This is an optimization exercise on Yosys and OpenROAD, whose aim is small area, not a production implementation.
Function was checked by simulation only, so behaviour that the tests miss may differ from the original.
No activity file was given, so power comes from the tool's default toggle rates.

==> inputs of run C <==
==> flow/design.v <==
package victim_buffer_pkg;
   localparam int SIZE = 4;
   localparam int TAG_W = 28;
   localparam int DATA_W = 256;
   typedef enum logic {IDLE, EVICT} vb_state_e;
   typedef struct packed {
      logic              valid;
      logic              dirty;
      logic [TAG_W-1:0]  tag;
      logic [DATA_W-1:0] data;
   } entry_t;
endpackage
module vb_first_one #(parameter int W = 4) (
   input  logic [W-1:0] req_i,
   output logic [W-1:0] onehot_o,
   output logic         any_o
);
   assign onehot_o = req_i & (~req_i + W'(1));
   assign any_o = |req_i;
endmodule
module victim_buffer_ctrl (
   input  logic              clk,
   input  logic              reset,
   input  logic              lookup_valid,
   output logic              lookup_ready,
   input  logic [victim_buffer_pkg::TAG_W-1:0]  lookup_tag,
   output logic              resp_valid,
   output logic              resp_hit,
   output logic              resp_dirty,
   output logic [victim_buffer_pkg::DATA_W-1:0] resp_data,
   input  logic              insert_valid,
   output logic              insert_ready,
   input  logic [victim_buffer_pkg::TAG_W-1:0]  insert_tag,
   input  logic [victim_buffer_pkg::DATA_W-1:0] insert_data,
   input  logic              insert_dirty,
   output logic              evict_valid,
   input  logic              evict_ready,
   output logic [victim_buffer_pkg::TAG_W-1:0]  evict_tag,
   output logic [victim_buffer_pkg::DATA_W-1:0] evict_data,
   input  logic [victim_buffer_pkg::SIZE-1:0]   lru_in,
   output logic [victim_buffer_pkg::SIZE-1:0]   usage_out,
   output logic              update_usage_out
);
   victim_buffer_pkg::vb_state_e         state_q;
   logic [victim_buffer_pkg::SIZE-1:0]   valid_q, dirty_q, hold_oh_q;
   logic [victim_buffer_pkg::TAG_W-1:0]  tag_q [victim_buffer_pkg::SIZE];
   logic [victim_buffer_pkg::DATA_W-1:0] data_q [victim_buffer_pkg::SIZE];
   victim_buffer_pkg::entry_t            hold_q;
   logic              idle, lk_acc, ins_acc, free_any, lru_any, match_any, go_evict;
   logic [victim_buffer_pkg::SIZE-1:0]   hit_oh, match_oh, post_valid, post_dirty, free_oh, lru_oh, lru_sel, slot_oh, dirty_new;
   logic [victim_buffer_pkg::TAG_W-1:0]  vic_tag;
   logic [victim_buffer_pkg::DATA_W-1:0] vic_data, hit_data;
   assign idle = state_q == victim_buffer_pkg::IDLE;
   assign lookup_ready = idle;
   assign insert_ready = idle;
   assign lk_acc = lookup_valid && idle;
   assign ins_acc = insert_valid && idle;
   assign post_valid = valid_q & ~hit_oh;
   assign post_dirty = dirty_q & ~hit_oh;
   vb_first_one #(.W(victim_buffer_pkg::SIZE)) u_free (.req_i(~post_valid), .onehot_o(free_oh), .any_o(free_any));
   vb_first_one #(.W(victim_buffer_pkg::SIZE)) u_lru (.req_i(lru_in), .onehot_o(lru_oh), .any_o(lru_any));
   assign lru_sel = lru_any ? lru_oh : victim_buffer_pkg::SIZE'(1);
   assign match_any = |match_oh;
   assign slot_oh = match_any ? match_oh : free_any ? free_oh : lru_sel;
   assign go_evict = ins_acc && !match_any && !free_any && |(lru_sel & dirty_q);
   assign dirty_new = (match_any ? post_dirty : post_dirty & ~slot_oh) | (insert_dirty ? slot_oh : '0);
   always_comb begin
      hit_oh = '0;
      match_oh = '0;
      hit_data = '0;
      vic_tag = '0;
      vic_data = '0;
      for (int i = 0; i < victim_buffer_pkg::SIZE; i++) begin
         hit_oh[i] = lk_acc && valid_q[i] && tag_q[i] == lookup_tag;
         match_oh[i] = valid_q[i] && !hit_oh[i] && tag_q[i] == insert_tag;
         hit_data = hit_data | (hit_oh[i] ? data_q[i] : '0);
         vic_tag = vic_tag | (lru_sel[i] ? tag_q[i] : '0);
         vic_data = vic_data | (lru_sel[i] ? data_q[i] : '0);
      end
   end
   always_ff @(posedge clk or posedge reset)
      if (reset) begin
         state_q <= victim_buffer_pkg::IDLE;
         valid_q <= '0;
         dirty_q <= '0;
         resp_valid <= 1'b0;
         resp_hit <= 1'b0;
         resp_dirty <= 1'b0;
         resp_data <= '0;
         evict_valid <= 1'b0;
         evict_tag <= '0;
         evict_data <= '0;
         usage_out <= '0;
         update_usage_out <= 1'b0;
      end else begin
         resp_valid <= lk_acc;
         resp_hit <= |hit_oh;
         resp_dirty <= |(hit_oh & dirty_q);
         resp_data <= hit_data;
         update_usage_out <= 1'b0;
         if (idle) begin
            valid_q <= post_valid;
            dirty_q <= post_dirty;
            if (go_evict) begin
               state_q <= victim_buffer_pkg::EVICT;
               evict_valid <= 1'b1;
               evict_tag <= vic_tag;
               evict_data <= vic_data;
            end else if (ins_acc) begin
               valid_q <= post_valid | slot_oh;
               dirty_q <= dirty_new;
               usage_out <= slot_oh;
               update_usage_out <= 1'b1;
            end
         end else if (evict_ready) begin
            state_q <= victim_buffer_pkg::IDLE;
            valid_q <= valid_q | hold_oh_q;
            dirty_q <= (dirty_q & ~hold_oh_q) | (hold_q.dirty ? hold_oh_q : '0);
            evict_valid <= 1'b0;
            usage_out <= hold_oh_q;
            update_usage_out <= 1'b1;
         end
      end
   always_ff @(posedge clk) begin
      if (go_evict) begin
         hold_q <= {1'b1, insert_dirty, insert_tag, insert_data};
         hold_oh_q <= lru_sel;
      end
      for (int i = 0; i < victim_buffer_pkg::SIZE; i++)
         if (ins_acc && !go_evict && slot_oh[i]) begin
            tag_q[i] <= insert_tag;
            data_q[i] <= insert_data;
         end else if (!idle && evict_ready && hold_oh_q[i]) begin
            tag_q[i] <= hold_q.tag;
            data_q[i] <= hold_q.data;
         end
   end
endmodule
==> flow/run.sh <==
#!/bin/bash
# synth_recipe.tcl (not shown) runs the flow's synth.tcl, then flattens the netlist and writes it again
# the make line also repeats each setting of config.mk as NAME=value (left out here)
make -C /OpenROAD-flow-scripts/flow DESIGN_CONFIG=/design/flow/config.mk WORK_HOME=/design/flow/orfs CLKGATE_MAP_FILE= SYNTH_SCRIPT=/design/flow/synth_recipe.tcl finish
==> flow/config.mk <==
export PLATFORM = sky130hd
export DESIGN_NAME = victim_buffer_ctrl
export DESIGN_NICKNAME = victim_buffer_ctrl
export VERILOG_FILES = /design/flow/design.v
export SDC_FILE = /design/flow/constraint.sdc
export NUM_CORES = 4
export LEC_CHECK = 0
export CAP_MARGIN = 30
export CORE_MARGIN = 2
export CORE_UTILIZATION = 40
export SLEW_MARGIN = 40
==> flow/constraint.sdc <==
create_clock -name core_clock -period 6.0 [get_ports {clk}]
set_input_delay 1.2000 -clock core_clock [delete_from_list [all_inputs] [get_ports {clk}]]
set_output_delay 1.2000 -clock core_clock [all_outputs]
set_load 0.01 [all_outputs]
==> run P (differences from run C) <==
==> flow/design.v, changed modules only <==
module victim_buffer_ctrl (
   input  logic              clk,
   input  logic              reset,
   input  logic              lookup_valid,
   output logic              lookup_ready,
   input  logic [victim_buffer_pkg::TAG_W-1:0]  lookup_tag,
   output logic              resp_valid,
   output logic              resp_hit,
   output logic              resp_dirty,
   output logic [victim_buffer_pkg::DATA_W-1:0] resp_data,
   input  logic              insert_valid,
   output logic              insert_ready,
   input  logic [victim_buffer_pkg::TAG_W-1:0]  insert_tag,
   input  logic [victim_buffer_pkg::DATA_W-1:0] insert_data,
   input  logic              insert_dirty,
   output logic              evict_valid,
   input  logic              evict_ready,
   output logic [victim_buffer_pkg::TAG_W-1:0]  evict_tag,
   output logic [victim_buffer_pkg::DATA_W-1:0] evict_data,
   input  logic [victim_buffer_pkg::SIZE-1:0]   lru_in,
   output logic [victim_buffer_pkg::SIZE-1:0]   usage_out,
   output logic              update_usage_out
);
   localparam int S = victim_buffer_pkg::SIZE;
   localparam int TW = victim_buffer_pkg::TAG_W;
   localparam int DW = victim_buffer_pkg::DATA_W;
   victim_buffer_pkg::vb_state_e state_q;
   logic           hold_dirty_q;
   logic [S-1:0]   valid_q, dirty_q, slot_q;
   logic [TW-1:0]  tag_q [S];
   logic [DW-1:0]  data_q [S];
   logic [TW-1:0]  out_tag_q;
   logic [DW-1:0]  out_data_q;
   logic           idle, lk_acc, ins_acc, hit_any, free_any, lru_any, match_any, go_evict;
   logic [S-1:0]   hit_oh, match_oh, post_valid, post_dirty, free_oh, lru_oh, lru_sel, slot_oh, dirty_new, out_sel;
   logic [TW-1:0]  lru_tag;
   logic [DW-1:0]  sel_data;
   assign idle = state_q == victim_buffer_pkg::IDLE;
   assign lookup_ready = idle;
   assign insert_ready = idle;
   assign evict_valid = !idle;
   assign lk_acc = lookup_valid && idle;
   assign ins_acc = insert_valid && idle;
   assign post_valid = valid_q & ~hit_oh;
   assign post_dirty = dirty_q & ~hit_oh;
   vb_first_one #(.W(S)) u_free (.req_i(~post_valid), .onehot_o(free_oh), .any_o(free_any));
   vb_first_one #(.W(S)) u_lru (.req_i(lru_in), .onehot_o(lru_oh), .any_o(lru_any));
   assign lru_sel = lru_any ? lru_oh : S'(1);
   assign hit_any = |hit_oh;
   assign match_any = |match_oh;
   assign slot_oh = match_any ? match_oh : free_any ? free_oh : lru_sel;
   assign go_evict = ins_acc && !match_any && !free_any && |(lru_sel & dirty_q);
   assign dirty_new = (match_any ? post_dirty : post_dirty & ~slot_oh) | (insert_dirty ? slot_oh : '0);
   assign out_sel = !idle ? '0 : hit_any ? hit_oh : lru_sel;
   always_comb begin
      hit_oh = '0;
      match_oh = '0;
      lru_tag = '0;
      sel_data = '0;
      for (int i = 0; i < S; i++) begin
         hit_oh[i] = lk_acc && valid_q[i] && tag_q[i] == lookup_tag;
         match_oh[i] = valid_q[i] && !hit_oh[i] && tag_q[i] == insert_tag;
         lru_tag = lru_tag | (idle && lru_sel[i] ? tag_q[i] : '0);
         sel_data = sel_data | (out_sel[i] ? data_q[i] : '0);
      end
   end
   assign evict_tag = out_tag_q;
   assign evict_data = out_data_q;
   assign resp_data = resp_hit ? out_data_q : '0;
   assign usage_out = slot_q;
   always_ff @(posedge clk or posedge reset)
      if (reset) begin
         state_q <= victim_buffer_pkg::IDLE;
         valid_q <= '0;
         dirty_q <= '0;
         resp_valid <= 1'b0;
         update_usage_out <= 1'b0;
      end else begin
         resp_valid <= lk_acc;
         update_usage_out <= 1'b0;
         if (idle) begin
            valid_q <= post_valid;
            dirty_q <= post_dirty;
            if (go_evict) begin
               state_q <= victim_buffer_pkg::EVICT;
            end else if (ins_acc) begin
               valid_q <= post_valid | slot_oh;
               dirty_q <= dirty_new;
               update_usage_out <= 1'b1;
            end
         end else if (evict_ready) begin
            state_q <= victim_buffer_pkg::IDLE;
            valid_q <= valid_q | slot_q;
            dirty_q <= (dirty_q & ~slot_q) | (hold_dirty_q ? slot_q : '0);
            update_usage_out <= 1'b1;
         end
      end
   always_ff @(posedge clk) begin
      resp_hit <= hit_any;
      resp_dirty <= |(hit_oh & dirty_q);
      if (ins_acc) begin
         slot_q <= slot_oh;
         hold_dirty_q <= insert_dirty;
      end
      out_tag_q <= lru_tag | (idle ? '0 : out_tag_q);
      out_data_q <= sel_data | (idle ? '0 : out_data_q);
   end
   always_ff @(posedge clk)
      for (int i = 0; i < S; i++)
         if (ins_acc && slot_oh[i]) begin
            tag_q[i] <= insert_tag;
            data_q[i] <= insert_data;
         end
endmodule
==> flow/flow/run.sh (new file) <==
#!/bin/bash
# The standard ORFS layout, with two changes that only cut buffer area:
#  - every port still gets its buffer, but the smallest one (buf_1) rather than the default pick;
#  - the clock tree uses clkbuf_4 leaves over larger sink clusters, without dummy loads.
set -euo pipefail
export BUFFER_PORTS_ARGS="-buffer_cell sky130_fd_sc_hd__buf_1"
export CTS_ARGS="-sink_clustering_enable -repair_clock_nets -buf_list sky130_fd_sc_hd__clkbuf_4 -root_buf sky130_fd_sc_hd__clkbuf_16 -sink_clustering_size 10 -sink_clustering_max_diameter 50 -dont_use_dummy_load"
bash standard.sh > standard.log 2>&1
==> flow/standard.sh (new file) <==
#!/bin/bash
# synth_recipe.tcl (not shown) runs the flow's synth.tcl, then flattens the netlist and writes it again
# the make line also repeats each setting of config.mk as NAME=value (left out here)
make -C /OpenROAD-flow-scripts/flow DESIGN_CONFIG=/design/flow/config.mk WORK_HOME=/design/flow/orfs CLKGATE_MAP_FILE= SYNTH_SCRIPT=/design/flow/synth_recipe.tcl "${@:-finish}"
Settings changed: CAP_MARGIN 30 to 20, CORE_UTILIZATION 40 to 65, SLEW_MARGIN 40 to 20.
removed: flow/run.sh
==> results.txt <==
- Register-to-register slack: run P is better than run C (0.32 ns).
- First-iteration DRC count: run P is smaller than run C (about 34%).
- Of run P and run C, run C has the higher flip-flop and latch count (gap 545).
- In run C the routed wire length is larger than in run P, by 86%.
- Sequential power: run P is lower than run C (29%).
- Against run C, the fmax of run P is larger by 6.6%.
==> figures <==
quantity                                                                       run C                    run P
Number of signal-net buffers in the layout                                     1,095                      930
Number of inserted filler cells in the final layout                           18,100                    5,103
Crit Path Max Fanout                                                              18                       36
Share of cells above drive strength 1                                          12.7%                    6.29%
Unique masters post-synth                                                         57                       62
Met3 capacity usage during global routing                                      3.96%                    8.75%
Status                                                       complete, no violations  complete, no violations
Relative contribution of combinational cells to total power                    20.2%                    19.8%
Area share of the largest cell type after synthesis                            49.5%                    65.5%
WL met2                                                                   141,000 µm                77,700 µm
Worst r2r src                                                                state_q             tag_q[2][19]
Combinational power                                                          8.25 mW                  4.46 mW
Part of the total power dissipated in the clock network                        31.8%                    18.6%
Post-Place Worst Slack                                                      0.210 ns                 0.569 ns

re-timing with driven ports:
Ports are ideal in the flow. The routed layouts listed here were re-timed in OpenROAD.
Step 1 sets driving cells, clkbuf_16 on the clock port and buf_2 on the other inputs (assumed; they add their load-dependent delay and slew).
Step 2 moves the port delays by t, midway between the first and last clock arrival at a register: inputs arrive t later, outputs are due t later. That takes back most of the time a late clock gives input paths.
a / b / c = ideal / step 1 / step 2; a / b = the first two.
run	t (ns)	setup WS [ns]	hold WS [ns]	pins driven straight from the clock port
run C	0.933	0.976 / 1.034 / 0.107	0.462 / 0.462 / 0.462	1
run P	0.783	1.289 / 1.335 / 0.552	0.400 / 0.400 / 0.400	1
After both steps every run listed still meets setup and hold. The setup slack of run C, which loses most, moves by +0.058 ns with the drivers and by -0.869 ns with both steps.
